This design comes from an exercise in tuning for small area and a short achievable clock period on the open sky130 flow, not from production work.
The RTL was checked by simulation tests, not by an equivalence proof against the original design.
No activity file was given, so power comes from the tool's default toggle rates.

// ex_stage
module ex_stage
(
  input  logic             i_clk,
  input  logic             i_reset,
  input  logic             i_valid,          
  input  ex_pkg::alu_op_e  i_alu_op,
  input  logic [2:0]       i_funct3,
  input  logic             i_funct7b,
  input  ex_pkg::word_t    i_a,
  input  ex_pkg::word_t    i_b,
  input  ex_pkg::word_t    i_imm,
  input  ex_pkg::word_t    i_pc,
  input  ex_pkg::reg_idx_t i_rd,
  input  logic             i_reg_write,
  input  logic             i_mem_read,
  input  logic             i_mem_write,
  input  logic             i_mem_to_reg,
  output logic             o_valid,
  output ex_pkg::word_t    o_result,
  output ex_pkg::word_t    o_store_data,
  output ex_pkg::byte_en_t o_byte_en,
  output ex_pkg::reg_idx_t o_rd,
  output logic             o_reg_write,
  output logic             o_mem_read,
  output logic             o_mem_write,
  output logic             o_mem_to_reg,
  output logic             o_redirect,
  output ex_pkg::word_t    o_redirect_pc
);
For scale: ~110 flip-flops, ~260 I/O pins.
export LEC_CHECK = 0
export CAP_MARGIN = 20
export CORE_MARGIN = 2
export CORE_UTILIZATION = 60
export PLACE_DENSITY = 0.75
export SETUP_SLACK_MARGIN = 0.6
export SLEW_MARGIN = 20
create_clock -name core_clock -period 5.0 [get_ports {i_clk}]
standard.sh (not shown) runs the stock make flow with config.mk's settings and CLKGATE_MAP_FILE= SYNTH_SCRIPT=/design/flow/synth_recipe.tcl, a recipe that flattens the netlist after the stock synthesis.
==> flow/flow/run.sh <==
#!/bin/bash
# The standard layout, with single-drive buffers on the ports instead of
# the resizer's default pick (a delay cell)
set -euo pipefail
export BUFFER_PORTS_ARGS="-buffer_cell sky130_fd_sc_hd__buf_1"
bash standard.sh > standard.log 2>&1
The first run completed without violations.
==> next run, changes <==
==> flow/flow/run.sh (replaced) <==
#!/bin/bash
# The standard layout, with single-drive buffers on the ports instead of
# the resizer's default pick (a delay cell), and timing repair free to resize
# a cell to any drive strength, not only to one with the same footprint
set -euo pipefail
export BUFFER_PORTS_ARGS="-buffer_cell sky130_fd_sc_hd__buf_1"
bash standard.sh MATCH_CELL_FOOTPRINT=0 finish > standard.log 2>&1
Settings changed: GPL_ROUTABILITY_DRIVEN set to 0, PLACE_DENSITY 0.75 to 0.85, SETUP_SLACK_MARGIN 0.6 to 0.5.
After rerunning: The changed run produced a clean layout. Wire length fell by 4.7%. Die area is unchanged. Count of clock-buffer cells in the layout fell by 2. Final area fell by 1.7%. Flip-flop and latch count does not change. Clock power fell by about 1%. Setup slack loses 0.036 ns. Global-route usage fell by 1.7 points. Total power fell by 1.4%.
==> next run, changes <==
Settings changed: GPL_ROUTABILITY_DRIVEN 0 to unset, PLACE_DENSITY 0.85 to 0.75, SETUP_SLACK_MARGIN 0.5 to 0.7.
After rerunning:
- cell area rose by a few percent
- total power rose by a few percent
- global-route usage rose by 2.6 points
- via count hardly moves
- setup slack gains 0.13 ns
- routed wire length rose by a little under a tenth
- sequential share of layout area fell by 0.49 points
- combinational power rose by a few percent
- synthesized area is unchanged
==> next run, changes <==
Settings changed: GPL_ROUTABILITY_DRIVEN set to 0, PLACE_DENSITY 0.75 to 0.85.
=> Final area went up by 0.61%. Power came out higher by 2.7%. Critical path depth rose by 2.

Starting RTL as in the previous note.
==> flow/config.mk <==
export PLATFORM = sky130hd
export DESIGN_NAME = ex_stage
export DESIGN_NICKNAME = ex_stage
export VERILOG_FILES = /design/flow/design.v
export SDC_FILE = /design/flow/constraint.sdc
export NUM_CORES = 4
export LEC_CHECK = 0
export CAP_MARGIN = 20
export CORE_MARGIN = 2
export CORE_UTILIZATION = 60
export GPL_TIMING_DRIVEN = 0
export PLACE_DENSITY = 0.75
export SLEW_MARGIN = 20
==> flow/constraint.sdc <==
create_clock -name core_clock -period 5.0 [get_ports {i_clk}]
set_input_delay 1.0000 -clock core_clock [delete_from_list [all_inputs] [get_ports {i_clk}]]
set_output_delay 1.0000 -clock core_clock [all_outputs]
set_load 0.01 [all_outputs]
==> flow/flow/run.sh <==
#!/bin/bash
# The standard layout, with single-drive buffers on the ports instead of
# the resizer's default pick (a delay cell); timing repair aims for 0.5 ns of
# setup slack up to clock tree synthesis and only fixes violations after routing
set -euo pipefail
export BUFFER_PORTS_ARGS="-buffer_cell sky130_fd_sc_hd__buf_1"
SETUP_SLACK_MARGIN=0.5 bash standard.sh cts > standard_cts.log 2>&1
SETUP_SLACK_MARGIN=0 bash standard.sh > standard_finish.log 2>&1
The baseline completed with no timing, DRC or antenna violations.
Change:
==> flow/flow/run.sh (replaced) <==
#!/bin/bash
# The standard layout, with single-drive buffers on the ports instead of
# the resizer's default pick (a delay cell)
set -euo pipefail
export BUFFER_PORTS_ARGS="-buffer_cell sky130_fd_sc_hd__buf_1"
bash standard.sh > standard.log 2>&1
SETUP_SLACK_MARGIN = 0.5   (was not set)
Effect: Setup slack gains 0.19 ns. Total power came out higher slightly. Routed wire length came out higher slightly. Count of clock-buffer cells in the layout is unchanged. Synthesized cell count does not change. Worst hold slack is about the same. Final area came out higher by a few percent. Global-route usage stays the same.

## run a
Starting RTL as in the previous note.
Settings: LEC_CHECK=0, CAP_MARGIN=20, CORE_MARGIN=2, CORE_UTILIZATION=60, PLACE_DENSITY=0.75, SETUP_SLACK_MARGIN=0.7, SLEW_MARGIN=20; clock period 5.0 ns.
==> flow/flow/run.sh <==
#!/bin/bash
# The standard layout, with single-drive buffers on the ports instead of
# the resizer's default pick (a delay cell)
set -euo pipefail
export BUFFER_PORTS_ARGS="-buffer_cell sky130_fd_sc_hd__buf_1"
bash standard.sh > standard.log 2>&1
> inputs changed (run a -> run b)
diff --git a/flow/config.mk b/flow/config.mk
--- a/flow/config.mk
+++ b/flow/config.mk
@@ -12 +12 @@
-export SETUP_SLACK_MARGIN = 0.7
+export SETUP_SLACK_MARGIN = 0.5
Findings:
Run b against run a: part of the total power dissipated in combinational logic has decreased, power now smaller, critical path's largest stage delay rose 0.23 ns, minimum period implied by the final worst setup slack picked up an extra 0.030 ns. Summary of run b over run a: worst setup slack fell by 0.030 ns; routing usage on met1 fell by 2.8 points; fraction of the core area covered by cells at the end of the flow fell by 1.7 points; routed wire length fell by 3.8%; clock tree buffer count of the final layout stayed essentially flat. Run b reached the end of the flow, and the finished layout is clean on the timing, DRC and antenna checks. Looking at critical path capture point, the u_ex_mem_reg.o_result[9]$_DFF_P_ result is from run a; the u_ex_mem_reg.o_store_data[27]$_DFF_P_ one comes from run b.

==> separate check: timing with driven ports <==
No port has a modelled driver above. Below, the same layouts with a new extraction and two added sets of constraints. Step 1 sets driving cells, clkbuf_16 on the clock port and buf_2 on the other inputs (assumed; they add their load-dependent delay and slew). Step 2, shift: input delay + t, output delay - t, t = (earliest + latest rising clock arrival at the registers) / 2. This alone moves slack from input paths to output paths. Three values: ideal ports, drivers, drivers and shift; two values: the first two.
run | t (ns) | setup slack, ns | hold WS [ns] | worst data-port slew with drivers (ns)
the first run of note 1 | 0.406 | 0.626 / 0.646 / 0.240 | 0.727 / 0.706 / 1.112 | 0.05
the second run of note 1 | 0.409 | 0.590 / 0.612 / 0.203 | 0.709 / 0.692 / 1.101 | 0.07
the third run of note 1 | 0.404 | 0.715 / 0.738 / 0.334 | 0.719 / 0.701 / 1.105 | 0.06
the fourth run of note 1 | 0.401 | 0.676 / 0.696 / 0.295 | 0.724 / 0.711 / 1.112 | 0.06
the first run of note 2 | 0.413 | 0.282 / 0.308 / -0.106 | 0.720 / 0.698 / 1.111 | 0.06
the second run of note 2 | 0.410 | 0.472 / 0.493 / 0.083 | 0.718 / 0.698 / 1.108 | 0.06
run a | 0.412 | 0.679 / 0.693 / 0.281 | 0.708 / 0.688 / 1.100 | 0.06
run b | 0.414 | 0.649 / 0.651 / 0.237 | 0.718 / 0.699 / 1.113 | 0.06
Met with ideal ports but missed after step 2: setup timing in the first run of note 2. The setup slack of run b, which loses most, moves by +0.002 ns with the drivers and by -0.412 ns with both steps.
